Source: an optimization exercise on an open RTL-to-GDS flow (aim: small area and a short achievable clock period). Production flows keep margins and buffers that such runs may drop.
RTL that was checked went through simulation tests only; none was proved equivalent to the original.

Design adpll_ctrl, start of the top module:
module adpll_ctrl (
   input  logic         clk,
   input  logic         rst_accum_all,
   input  logic [25:0]  fcw,
   input  logic [1:0]   adpll_mode,
   input  logic [11:0]  tdc_word,
   input  logic [29:0]  coefs,
   input  logic [23:0]  test,
   output logic [20:0]  dco_words,
   output logic [2:0]   pwr,
   output logic         channel_lock,
   output logic         channel_sat
);
   adpll_types_pkg::adpll_mode_e           adpll_mode_t;
   adpll_types_pkg::coef_regs_s            coefs_t;
   adpll_types_pkg::test_ctrl_s            test_t;
   adpll_types_pkg::bank_words_s           dco_words_t;
   adpll_types_pkg::pwr_ctrl_s             pwr_t;
   assign adpll_mode_t = adpll_types_pkg::adpll_mode_e'(adpll_mode);
   assign coefs_t      = coefs;
   assign test_t       = test;
   assign dco_words    = dco_words_t;
   assign pwr          = pwr_t;
   logic                                   st_cl, st_cm, st_cs, mode_test;
   adpll_types_pkg::filt_cfg_s             filt;
   logic signed [4:0]                      fixed_l;
   logic signed [7:0]                      fixed_m;
   adpll_types_pkg::pwr_ctrl_s             pwr_seq;
   logic                                   accum_clr;
   logic                                   ld_en, ld_clr;
   logic                                   lock_seen;
  ...
Size: ~230 flip-flops, ~0.027 sq mm of cells after synthesis.
clock: 33.0 ns
lec_check: 0
abc_area: 1
cap_margin: 20
core_margin: 2
core_utilization: 40
cts_buf_list: sky130_fd_sc_hd__clkbuf_4
slew_margin: 20
run.sh (not shown) runs the stock make flow with config.mk's settings and CLKGATE_MAP_FILE= SYNTH_SCRIPT=/design/flow/synth_recipe.tcl, a recipe that flattens the netlist after the stock synthesis.
Edit:
==> flow/flow/run.sh (new file) <==
#!/bin/bash
# Standard layout, with plain buffers on the ports and no CTS dummy loads
set -euo pipefail
export BUFFER_PORTS_ARGS="-buffer_cell sky130_fd_sc_hd__buf_2"
export CTS_ARGS="-sink_clustering_enable -repair_clock_nets -buf_list sky130_fd_sc_hd__clkbuf_8 -dont_use_dummy_load -sink_clustering_size 30"
bash standard.sh finish > standard_flow.log 2>&1
==> flow/standard.sh (new file) <==
#!/bin/bash
# synth_recipe.tcl (not shown) runs the flow's synth.tcl, then flattens the netlist and writes it again
# the make line also repeats each setting of config.mk as NAME=value (left out here)
make -C /OpenROAD-flow-scripts/flow DESIGN_CONFIG=/design/flow/config.mk WORK_HOME=/design/flow/orfs CLKGATE_MAP_FILE= SYNTH_SCRIPT=/design/flow/synth_recipe.tcl "${@:-finish}"
--- a/flow/config.mk
+++ b/flow/config.mk
@@ -10,4 +10,3 @@
 export CORE_MARGIN = 2
 export CORE_UTILIZATION = 40
-export CTS_BUF_LIST = sky130_fd_sc_hd__clkbuf_4
 export SLEW_MARGIN = 20
removed: flow/run.sh
Outcome: Register-to-register slack is worse by 0.52 ns. Routed wire length fell slightly. First-iteration DRC count fell by a little under a tenth. Design area drops by a few percent. Cell count fell slightly. Area after synthesis is unchanged. Global-route usage is about the same. Worst hold slack gets better by 0.014 ns. Setup slack improves by 0.70 ns.

Another version of the RTL of adpll_ctrl (not shown whole).
Size in the first run: roughly 4000 cells after synthesis, ~220 flip-flops, ~120 I/O pins, roughly 25000 um2 of cells after synthesis.
## adpll_ctrl
module adpll_ctrl (
   input  logic         clk,
   input  logic         rst_accum_all,
   input  logic [25:0]  fcw,
   input  logic [1:0]   adpll_mode,
   input  logic [11:0]  tdc_word,
   input  logic [29:0]  coefs,
   input  logic [23:0]  test,
   output logic [20:0]  dco_words,
   output logic [2:0]   pwr,
   output logic         channel_lock,
   output logic         channel_sat
);
   adpll_types_pkg::adpll_mode_e           adpll_mode_t;
   adpll_types_pkg::coef_regs_s            coefs_t;
   adpll_types_pkg::test_ctrl_s            test_t;
   adpll_types_pkg::bank_words_s           dco_words_t;
   adpll_types_pkg::pwr_ctrl_s             pwr_t;
   assign adpll_mode_t = adpll_types_pkg::adpll_mode_e'(adpll_mode);
   assign coefs_t      = coefs;
   assign test_t       = test;
   assign dco_words    = dco_words_t;
   assign pwr          = pwr_t;
   logic                                   st_cl, st_cm, st_cs, mode_test;
   adpll_types_pkg::filt_cfg_s             filt;
   logic signed [4:0]                      fixed_l;
   logic signed [7:0]                      fixed_m;
   adpll_types_pkg::pwr_ctrl_s             pwr_seq;
   logic                                   accum_clr;
   logic                                   ld_en, ld_clr;
   logic                                   lock_seen;
   logic signed [7:0]                      lock_word;
  ...
export LEC_CHECK = 0
export ABC_AREA = 1
export CAP_MARGIN = 20
export CORE_MARGIN = 2
export CORE_UTILIZATION = 60
export PLACE_DENSITY = 0.75
export SETUP_SLACK_MARGIN = 2.5
export SLEW_MARGIN = 20
create_clock -name core_clock -period 33.0 [get_ports {clk}]
standard.sh (not shown) runs the stock make flow with config.mk's settings and CLKGATE_MAP_FILE= SYNTH_SCRIPT=/design/flow/synth_recipe.tcl, a recipe that flattens the netlist after the stock synthesis.
==> flow/flow/run.sh <==
#!/bin/bash
# The standard layout (standard.sh: unchanged synthesis, floorplan, placement,
# CTS, routing), with two settings changed:
#  - the port buffers are plain buf_1 cells instead of the delay buffers the
#    resizer picks by default (every port still gets its own buffer);
#  - CTS uses clkbuf_16 with larger sink clusters and no dummy loads.
# The whole ORFS run's output goes to standard_flow.log here; ORFS also keeps
# each step's own log under orfs/logs/.
set -euo pipefail
export BUFFER_PORTS_ARGS="-buffer_cell sky130_fd_sc_hd__buf_1"
export CTS_ARGS="-sink_clustering_enable -repair_clock_nets -buf_list sky130_fd_sc_hd__clkbuf_16 -dont_use_dummy_load -sink_clustering_size 20 -sink_clustering_max_diameter 120"
bash standard.sh finish > standard_flow.log 2>&1
The starting point went through all stages and came out clean.
Rerun with:
--- a/flow/config.mk
+++ b/flow/config.mk
@@ -11,4 +11,3 @@
 export CORE_UTILIZATION = 60
 export PLACE_DENSITY = 0.75
-export SETUP_SLACK_MARGIN = 2.5
 export SLEW_MARGIN = 20
After rerunning: The new run produced a clean layout; routed wire length came out lower by 4.3%; final area came out lower by 4.7%; register-to-register slack gets worse by 1.5 ns; count of clock-buffer cells in the layout does not change; final cell count came out lower by 0.87%.
No run of this note included a check of the RTL's function; only the layout flow was run.

[port drivers added, routing unchanged]
In the flow no input, the clock included, has a driving cell. The finished layouts below were timed again as built, in two steps. Step 1 assumes that a clkbuf_16 drives the clock port and a buf_2 every other input. Step 2 also shifts input and output timing later by t, the mid clock arrival at the registers, as if the neighbouring blocks saw the same clock. Slacks: no drivers / after step 1 / after step 2; pairs: no drivers / after step 1.
run	shift t [ns]	setup slack, ns	hold slack, ns
the first run of note 1	0.855	1.458 / 1.431 / 1.431	0.449 / 0.449 / 0.449
the second run of note 1	0.684	2.163 / 2.126 / 2.126	0.462 / 0.462 / 0.462
the first run of note 2	0.565	3.350 / 3.326 / 3.326	0.459 / 0.459 / 0.459
the second run of note 2	0.563	1.725 / 1.666 / 1.666	0.453 / 0.453 / 0.453
After both steps every run listed still meets setup and hold. The setup slack of the second run of note 2, which loses most, moves by -0.059 ns with the drivers and by -0.059 ns with both steps.
